Background: an optimization exercise with open tools, aiming at small area, a short achievable clock period and few clock cycles per item. Do not read the settings as production practice. At most, simulation tests tie the RTL to the original design; equivalence was not proved. No activity file was given, so power comes from the tool's default toggle rates.

Setup of the reference run:
==> flow/design.v (excerpt) <==
module cpu_top #(
    parameter int inst_addr_w = 8
) (
    input  wire                     clk,
    input  wire                     rst_n,
    input  wire [data_w-1:0]        inst_rdata,
    input  wire [data_w-1:0]        data_rdata,
    output logic [inst_addr_w-1:0]  inst_addr,
    output logic [data_addr_w-1:0]  data_addr,
    output logic [data_w-1:0]       data_wdata,
    output logic                    data_we,
    output logic                    io_stall
);
Size in the first run: about 2300 cells after synthesis, roughly 420 flip-flops.
export LEC_CHECK = 0
export CAP_MARGIN = 20
export CORE_MARGIN = 2
export CORE_UTILIZATION = 60
export SLEW_MARGIN = 20
create_clock -name core_clock -period 10.0 [get_ports {clk}]
standard.sh (not shown) runs the stock make flow with config.mk's settings and CLKGATE_MAP_FILE= SYNTH_SCRIPT=/design/flow/synth_recipe.tcl, a recipe that flattens the netlist after the stock synthesis.
==> flow/flow/run.sh <==
#!/bin/bash
# Standard layout with two changes:
# - timing repair aims below the clock period: the repair steps treat any
#   path with less than SETUP_SLACK_MARGIN ns of slack as failing, so they
#   keep improving the worst path past the 10 ns constraint (TNS_END_PERCENT
#   0: only the worst path, which sets the achieved period);
# - the port buffers are plain buf_2 cells rather than the delay cell that
#   buffer_ports picks by default.
cp standard.sh standard.sh.txt
cp config.mk config.mk.txt
export SETUP_SLACK_MARGIN=7
export TNS_END_PERCENT=0
export BUFFER_PORTS_ARGS="-buffer_cell sky130_fd_sc_hd__buf_2"
bash standard.sh > standard.log 2>&1
Every stage of the flow completed for the reference run, and the final layout passed the timing, DRC and antenna checks.
Testbench counts of the reference run, summed over its fixed seeds: cycles 60,777, instrs 50,571.
The inputs of the trial run differ from those of the reference run as listed below.
Settings: CTS_CLUSTER_DIAMETER: unset -> 100; CTS_CLUSTER_SIZE: unset -> 24.
--- a/flow/flow/run.sh
+++ b/flow/flow/run.sh
@@ -10,3 +10,3 @@
 cp config.mk config.mk.txt
-export SETUP_SLACK_MARGIN=7
+export SETUP_SLACK_MARGIN=6.1
 export TNS_END_PERCENT=0
[summary]
Re post-cts sizing count: the trial run and the reference run aren't equal, and the higher value belongs to the reference run. Global-route met3 utilization ended up 1.6 points lower on the trial run than on the reference run. The trial run has less setup slack than the reference run. Global-route usage was higher in the reference run than in the trial run. Of the trial run and the reference run, the run reporting the lower cell internal power dissipation was the trial run. The utilization of the trial run is lower than that of the reference run. As far as critical path required time is concerned, the reference run and the trial run perform about the same. | total placed instance area | the trial run vs the reference run | ≈ equal |. Maximum frequency on the trial run is behind the reference run.


cedar:
Starting RTL as in the previous note.
export LEC_CHECK = 0
export CAP_MARGIN = 20
export CORE_MARGIN = 2
export CORE_UTILIZATION = 60
export CTS_CLUSTER_DIAMETER = 100
export CTS_CLUSTER_SIZE = 24
export SLEW_MARGIN = 20
create_clock -name core_clock -period 10.0 [get_ports {clk}]
==> flow/flow/run.sh <==
#!/bin/bash
# Standard layout with two changes:
# - timing repair aims below the clock period: the repair steps treat any
#   path with less than SETUP_SLACK_MARGIN ns of slack as failing, so they
#   keep improving the worst path past the 10 ns constraint (TNS_END_PERCENT
#   0: only the worst path, which sets the achieved period);
# - the port buffers are plain buf_2 cells rather than the delay cell that
#   buffer_ports picks by default.
cp standard.sh standard.sh.txt
cp config.mk config.mk.txt
export SETUP_SLACK_MARGIN=6.7
export TNS_END_PERCENT=0
export BUFFER_PORTS_ARGS="-buffer_cell sky130_fd_sc_hd__buf_2"
bash standard.sh > standard.log 2>&1
cedar: PASS, flow complete, no timing, DRC or antenna violations
Testbench counts of cedar, summed over its fixed seeds: cycles 60,777, instrs 50,571.
[inputs] zinc vs cedar
Settings: a deleted CTS_CLUSTER_SIZE that had been 24; a change of CORE_UTILIZATION from 60 to 40; a deleted CTS_CLUSTER_DIAMETER that had been 100.
-- flow/flow/run.sh --
<<< cedar, line 11
export SETUP_SLACK_MARGIN=6.7
>>> zinc, line 11
export SETUP_SLACK_MARGIN=7
- cedar went all the way through synthesis, placement and routing and the layout is clean on timing, DRC and antenna.
- zinc went all the way through synthesis, placement and routing and the layout is clean on timing, DRC and antenna.
- From cedar to zinc the numbers moved as follows: final-layout clock-cell area share increased by 2.9 points relative to the old numbers; total global-route track usage now sits lower; worst-case setup margin in the final layout decreased by 20 ps relative to the old numbers; vertical die dimension went up by 45 um; power share of the clock group has increased.
- | critical path depth | higher: cedar |
#### Input delta (sierra over zinc)
Settings: CORE_UTILIZATION: 40 -> 60; CTS_CLUSTER_DIAMETER: unset -> 100; CTS_CLUSTER_SIZE: unset -> 24.
-- flow/flow/run.sh --
<<< zinc, line 11
export SETUP_SLACK_MARGIN=7
>>> sierra, line 11
export SETUP_SLACK_MARGIN=6.5
### Flow results
Cell area | sierra vs zinc | sierra smaller
Changes observed in sierra relative to zinc: global-route usage now sits higher; least setup slack across all paths after layout rose 5.6 ps; power decreased by about 10% relative to the old numbers.
The initial core utilization in sierra was higher than what zinc gave.
The final standard cell count with taps included and fillers excluded of sierra is lower than that of zinc.
sierra against zinc; number of global-route vias before repair is down by a few percent.
Of zinc and sierra, the higher depth of the CTS H-tree belongs to zinc.
Vertical die dimension sits lower in sierra than in zinc.


wip/willow:
Starting RTL as in the previous note.
export LEC_CHECK = 0
export CAP_MARGIN = 20
export CORE_MARGIN = 2
export CORE_UTILIZATION = 60
export CTS_CLUSTER_DIAMETER = 100
export CTS_CLUSTER_SIZE = 20
export SLEW_MARGIN = 20
create_clock -name core_clock -period 10.0 [get_ports {clk}]
==> flow/flow/run.sh <==
#!/bin/bash
# Standard layout with two changes:
# - timing repair aims below the clock period: the repair steps treat any
#   path with less than SETUP_SLACK_MARGIN ns of slack as failing, so they
#   keep improving the worst path past the 10 ns constraint (TNS_END_PERCENT
#   0: only the worst path, which sets the achieved period);
# - the port buffers are plain buf_2 cells rather than the delay cell that
#   buffer_ports picks by default.
cp standard.sh standard.sh.txt
cp config.mk config.mk.txt
export SETUP_SLACK_MARGIN=7
export TNS_END_PERCENT=0
export BUFFER_PORTS_ARGS="-buffer_cell sky130_fd_sc_hd__buf_2"
bash standard.sh > standard.log 2>&1
wip/willow did not stop at any stage, and its layout met the timing, DRC and antenna checks.
Testbench counts of wip/willow, summed over its fixed seeds: cycles 60,777, instrs 50,571.
Relative to wip/willow, the following input files were edited for wip/harbor:
- CORE_UTILIZATION changed from 60 to 40
- CTS_CLUSTER_DIAMETER removed (was 100)
- CTS_CLUSTER_SIZE removed (was 20)
==> flow/flow/run.sh <==
#!/bin/bash
# Standard layout, with timing repair aiming below the clock period: the
# repair steps treat any path with less than SETUP_SLACK_MARGIN ns of slack
# as failing, so they keep improving the paths past the 10 ns constraint.
cp standard.sh standard.sh.txt
cp config.mk config.mk.txt
export SETUP_SLACK_MARGIN=7
export TNS_END_PERCENT=0
bash standard.sh > standard.log 2>&1
==> results.txt <==
- wip/willow consumes less power than wip/harbor.
- wip/willow vs wip/harbor, path type of the worst setup path: reg2reg vs in2reg
- wip/harbor vs. wip/willow: layout overhead on the synthesized area rose by 7.7 points, combinational cell fraction of total power fell by 2.6 points, number of filler cells placed in the layout rose by 2,195, via count rose by 1.9%, TritonCTS buffer count rose by 84%.
- Taking wip/willow as the reference point, the clock network power share of wip/harbor rises by 7.0 points.
- wip/harbor vs wip/willow, critical path endpoint: u_pc_unit.pc[0] vs e_addr[7]
- Clock slew at the register clock pins of the worst setup and hold paths: wip/willow and wip/harbor compared, higher one is wip/willow
### wip/harbor -> wip/nickel
- CTS_CLUSTER_SIZE newly set to 24
- PLACE_DENSITY newly set to 0.8
- CTS_CLUSTER_DIAMETER newly set to 100
- CORE_UTILIZATION changed from 40 to 60
==> flow/flow/run.sh <==
#!/bin/bash
# Standard layout with two changes:
# - timing repair aims below the clock period: the repair steps treat any
#   path with less than SETUP_SLACK_MARGIN ns of slack as failing, so they
#   keep improving the worst path past the 10 ns constraint (TNS_END_PERCENT
#   0: only the worst path, which sets the achieved period);
# - the port buffers are plain buf_2 cells rather than the delay cell that
#   buffer_ports picks by default.
cp standard.sh standard.sh.txt
cp config.mk config.mk.txt
export SETUP_SLACK_MARGIN=6.4
export TNS_END_PERCENT=0
export BUFFER_PORTS_ARGS="-buffer_cell sky130_fd_sc_hd__buf_2"
bash standard.sh > standard.log 2>&1
Findings:
- In the flow results for wip/nickel and wip/harbor, the number of global-route vias before repair is larger on wip/harbor.
- wip/nickel vs wip/harbor — area of combinational cells with multiple inputs dropped by a few percent
- The largest clock skew in the final design in wip/nickel sits 0.035 ns above the value recorded for wip/harbor.
- Worst stage delay on the critical path: wip/nickel vs wip/harbor up 0.22 ns
- wip/nickel -> wip/harbor: synthesized cell area delta 0, exact match
For wip/pepper, these inputs were changed with respect to wip/nickel:
- CTS_CLUSTER_DIAMETER: 100 -> unset
- CTS_CLUSTER_SIZE: 24 -> unset
- CORE_UTILIZATION: 60 -> 40
- PLACE_DENSITY: 0.8 -> unset
==> flow/flow/run.sh <==
#!/bin/bash
# Standard layout, with timing repair aiming below the clock period: the
# repair steps treat any path with less than SETUP_SLACK_MARGIN ns of slack
# as failing, so they keep improving the paths past the 10 ns constraint.
cp standard.sh standard.sh.txt
cp config.mk config.mk.txt
export SETUP_SLACK_MARGIN=7.5
export TNS_END_PERCENT=0
bash standard.sh > standard.log 2>&1
### Flow results
- Re via count: wip/pepper is 416 up on wip/nickel.
- Summary: with wip/nickel as the reference, die area in wip/pepper moved up by more than a quarter.
- When wip/pepper is set beside wip/nickel, its met2 layer wire length in the routed design turns out to be 11% larger.
- Cell count after placement sits higher in wip/pepper than in wip/nickel.
- Of the two values seen for dominant kind of cell, registers was produced by wip/nickel and multi-input gates by wip/pepper.
- wip/pepper against wip/nickel: horizontal die dimension climbed about 22%, worst path arrival time shows a reduction of 0.29 ns, fraction of area in registers went down by 4.3 points.
- Going from wip/nickel to wip/pepper, the post-detailed-route via-to-cell ratio was found to have gone down by 9.4%.
- Filler cell count of wip/pepper exceeds that of wip/nickel by more than half.
- Source of the critical timing path: ir[10] -> wip/nickel, inst_rdata[11] -> wip/pepper
- wip/pepper ended up with in2reg as its worst setup path category; wip/nickel ended up with reg2reg.
- Both conditions hold for wip/pepper: the flow ran to the end and the final layout passed the timing, DRC and antenna checks.
- Relative to wip/nickel, site row count increased by 22% in wip/pepper.


## run 1
cpu_top, a different RTL version from the one above (not shown whole).
For scale: ~2,300 cells after synthesis.
Settings: LEC_CHECK=0, CAP_MARGIN=20, CORE_MARGIN=2, CORE_UTILIZATION=40, SLEW_MARGIN=20; clock period 10.0 ns.
==> flow/flow/run.sh <==
#!/bin/bash
# Standard layout, with timing repair aiming below the clock period: the
# repair steps treat any path with less than SETUP_SLACK_MARGIN ns of slack
# as failing, so they keep improving the paths past the 10 ns constraint.
cp standard.sh standard.sh.txt
cp config.mk config.mk.txt
export SETUP_SLACK_MARGIN=7
bash standard.sh > standard.log 2>&1
Changes in run 2 relative to run 1:
- CTS_BUF_LIST newly set to sky130_fd_sc_hd__clkbuf_4 sky130_fd_sc_hd__clkbuf_8
- TNS_END_PERCENT newly set to 0
- CORE_UTILIZATION changed from 40 to 55
-- flow/flow/run.sh --
<<< run 1, line 8
>>> run 2, line 8
export TNS_END_PERCENT=0
[summary]
Comparing run 2 with run 1, the final routed DRC violation total came out essentially unchanged. Area after synthesis: run 1 vs run 2 identical. Relative to run 1, maximum vdd ir drop has decreased by 0.031 mV in run 2. For run 2, the end of the critical path was e_a[0], unlike run 1, where it was e_addr[5]. Looking at maximum clock frequency across both flows, run 2 is the weaker of the two, with run 1 ahead.
What run 3 does differently from run 2 at the input level:
- TNS_END_PERCENT removed (was 0)
- CTS_BUF_LIST removed (was sky130_fd_sc_hd__clkbuf_4 sky130_fd_sc_hd__clkbuf_8)
- CORE_UTILIZATION changed from 55 to 40
Notes after the runs:
Going from run 2 to run 3, wire length grows by 0.80%.
Going from run 2 to run 3, cell row count grows by 17%.
Side by side, number of cells after detailed placement turned out higher in run 3 than in run 2.
Of run 2 and run 3, the higher flip-flop and latch share of the layout cell area belongs to run 3.
Final area ended up 1.1% lower on run 3 than on run 2.
Cmp run 2 and run 3 / non-clock buffer count in the final layout / lower: run 3
Basic-gate share of the synthesized area counting and, or, nand and nor cells: run 2 vs run 3 — no meaningful difference
Looking at first element of the critical path, the data_rdata[6] result is from run 3; the data_rdata[0] one comes from run 2.
Going from run 2 to run 3, maximum achievable frequency ~0 delta, number of optimization iterations in the first detailed-route pass now smaller.
Worst setup slack of run 2 is on par with run 3.
Function was not checked in any run of this note: the RTL went through the layout flow alone.


Setup of main:
Another version of the RTL of cpu_top (not shown whole).
For scale: roughly 2,300 cells after synthesis, ~430 flip-flops, ~68 I/O pins, roughly 24,000 sq um of cells after synthesis.
Settings: LEC_CHECK=0, CAP_MARGIN=20, CORE_MARGIN=2, CORE_UTILIZATION=40, CTS_CLUSTER_DIAMETER=100, CTS_CLUSTER_SIZE=30, SLEW_MARGIN=20; clock period 10.0 ns.
==> flow/flow/run.sh <==
#!/bin/bash
# Standard layout, with timing repair aiming below the clock period: the
# repair steps treat any path with less than SETUP_SLACK_MARGIN ns of slack
# as failing, so they keep improving the paths past the 10 ns constraint.
cp standard.sh standard.sh.txt
cp config.mk config.mk.txt
export SETUP_SLACK_MARGIN=7
export TNS_END_PERCENT=0
bash standard.sh > standard.log 2>&1
Testbench counts of main, summed over its fixed seeds: cycles 60,777, instrs 50,571.
Relative to main, the following input files were edited for the feature branch:
Settings: a deleted CTS_CLUSTER_SIZE that had been 30; a deleted CTS_CLUSTER_DIAMETER that had been 100.
Results
- Changes observed in the feature branch relative to main: met1 usage in global routing lost 0.50 points; final critical delay including setup and external delays lost 92 ps; full die area neither gained nor lost much; count of nets after finishing picked up an extra 0.85%.


RTL: one of the versions met above, not the one the previous note started from.
Size: about 2,300 cells after synthesis.
export LEC_CHECK = 0
export CAP_MARGIN = 20
export CORE_MARGIN = 2
export CORE_UTILIZATION = 60
export CTS_CLUSTER_DIAMETER = 120
export CTS_CLUSTER_SIZE = 28
export SLEW_MARGIN = 20
create_clock -name core_clock -period 10.0 [get_ports {clk}]
==> flow/flow/run.sh <==
#!/bin/bash
# Standard layout with two changes:
# - timing repair aims below the clock period: the repair steps treat any
#   path with less than SETUP_SLACK_MARGIN ns of slack as failing, so they
#   keep improving the worst path past the 10 ns constraint (TNS_END_PERCENT
#   0: only the worst path, which sets the achieved period);
# - the port buffers are plain buf_2 cells rather than the delay cell that
#   buffer_ports picks by default.
cp standard.sh standard.sh.txt
cp config.mk config.mk.txt
export SETUP_SLACK_MARGIN=6.4
export TNS_END_PERCENT=0
export BUFFER_PORTS_ARGS="-buffer_cell sky130_fd_sc_hd__buf_2"
bash standard.sh > standard.log 2>&1
The baseline finished with timing, DRC and antenna clean.
Testbench counts at the start, summed over its fixed seeds: cycles 60,777, instrs 50,571.
Change:
--- a/flow/flow/run.sh
+++ b/flow/flow/run.sh
@@ -9,5 +9,5 @@
 cp standard.sh standard.sh.txt
 cp config.mk config.mk.txt
-export SETUP_SLACK_MARGIN=6.4
+export SETUP_SLACK_MARGIN=7
 export TNS_END_PERCENT=0
 export BUFFER_PORTS_ARGS="-buffer_cell sky130_fd_sc_hd__buf_2"
Settings changed: CAP_MARGIN 20 to 10, CTS_CLUSTER_DIAMETER 120 to 100, CTS_CLUSTER_SIZE 28 to 24, SLEW_MARGIN 20 to 10.
What happened: Final area grows by 3.9%. Final cell count rises by 2.2%. Worst setup slack improves by 0.14 ns. Clock-buffer cell count goes up by 6. Synthesized cell count is unchanged. Worst hold slack is about the same. Sequential share of layout area went down by 1.7 points. Power went up by 3.9%. Routed wire length goes up by 4.4%. Synthesized area stays the same. Maximum frequency went up by 4.0%.
Change:
Settings changed: CAP_MARGIN 10 to 20, CORE_UTILIZATION 60 to 40, CTS_CLUSTER_SIZE 24 to 20, SLEW_MARGIN 10 to 20.
Routed wire length rose by about 4%. Worst setup slack got worse by 0.11 ns. Die area grows by about 50%. Hold slack barely changes. Design area rose by 1.8%. Total power increases by about 1.8%.
Change:
Settings changed: CORE_UTILIZATION 40 to 60, CTS_CLUSTER_SIZE 20 to 24.
Outcome: Global-route usage is higher by 11 points; via count barely changes; design area is lower by 1.7%; area after synthesis does not change; first-iteration DRC count is lower by 8.1%; synthesized cell count is unchanged; total power is lower by 1.7%; combinational power is lower by about 2%.
Change:
--- a/flow/flow/run.sh
+++ b/flow/flow/run.sh
@@ -9,5 +9,5 @@
 cp standard.sh standard.sh.txt
 cp config.mk config.mk.txt
-export SETUP_SLACK_MARGIN=7
+export SETUP_SLACK_MARGIN=6.4
 export TNS_END_PERCENT=0
 export BUFFER_PORTS_ARGS="-buffer_cell sky130_fd_sc_hd__buf_2"
What happened:
- cell count falls slightly
- flip-flop and latch count is unchanged
- total power fell slightly
- clock power barely changes
- count of clock-buffer cells in the layout stays the same
- combinational power went down by a few percent
- routed wire length is lower by a few percent

-- static timing again, ports no longer ideal --
The results above use ideal ports. As a check the final layouts listed here were re-extracted and re-timed, cells and wires unchanged. Step 1 assumes that a clkbuf_16 drives the clock port and a buf_2 every other input. Step 2 times the ports against the registers' clock, not the clock port: input delays grow and output delays shrink by t, the midpoint of the rising clock arrivals with the driver on. Three values: no drivers, after step 1, after step 2; two values: the first two.
| run | t (ns) | setup WS [ns] | worst slew at a driven data input, ns |
|---|---|---|---|
| the reference run | 0.635 | 6.420 / 6.419 / 5.819 | 0.06 |
| the trial run | 0.629 | 5.974 / 5.974 / 5.559 | 0.04 |
| cedar | 0.635 | 6.403 / 6.403 / 5.854 | 0.04 |
| zinc | 0.647 | 6.383 / 6.383 / 5.855 | 0.05 |
| sierra | 0.627 | 6.388 / 6.399 / 5.788 | 0.04 |
| wip/willow | 0.637 | 6.423 / 6.423 / 5.844 | 0.04 |
| wip/harbor | 0.633 | 6.408 / 6.370 / 5.806 | 0.05 |
| wip/nickel | 0.614 | 6.154 / 6.154 / 5.735 | 0.04 |
| wip/pepper | 0.633 | 6.408 / 6.370 / 5.806 | 0.05 |
| run 1 | 0.641 | 6.392 / 6.392 / 5.782 | 0.06 |
| run 2 | 0.722 | 6.357 / 6.376 / 5.656 | 0.04 |
| run 3 | 0.646 | 6.359 / 6.309 / 5.745 | 0.05 |
| main | 0.631 | 6.285 / 6.285 / 5.700 | 0.04 |
| the feature branch | 0.661 | 6.377 / 6.409 / 5.747 | 0.04 |
| the first run of note 6 | 0.613 | 6.256 / 6.256 / 5.822 | 0.04 |
| the second run of note 6 | 0.635 | 6.400 / 6.400 / 5.855 | 0.04 |
| the third run of note 6 | 0.627 | 6.289 / 6.289 / 5.822 | 0.05 |
| the fourth run of note 6 | 0.635 | 6.403 / 6.403 / 5.854 | 0.04 |
| the fifth run of note 6 | 0.631 | 6.357 / 6.357 / 5.808 | 0.04 |
After both steps every run listed still meets setup and hold. The setup slack of run 2, which loses most, moves by +0.019 ns with the drivers and by -0.701 ns with both steps.
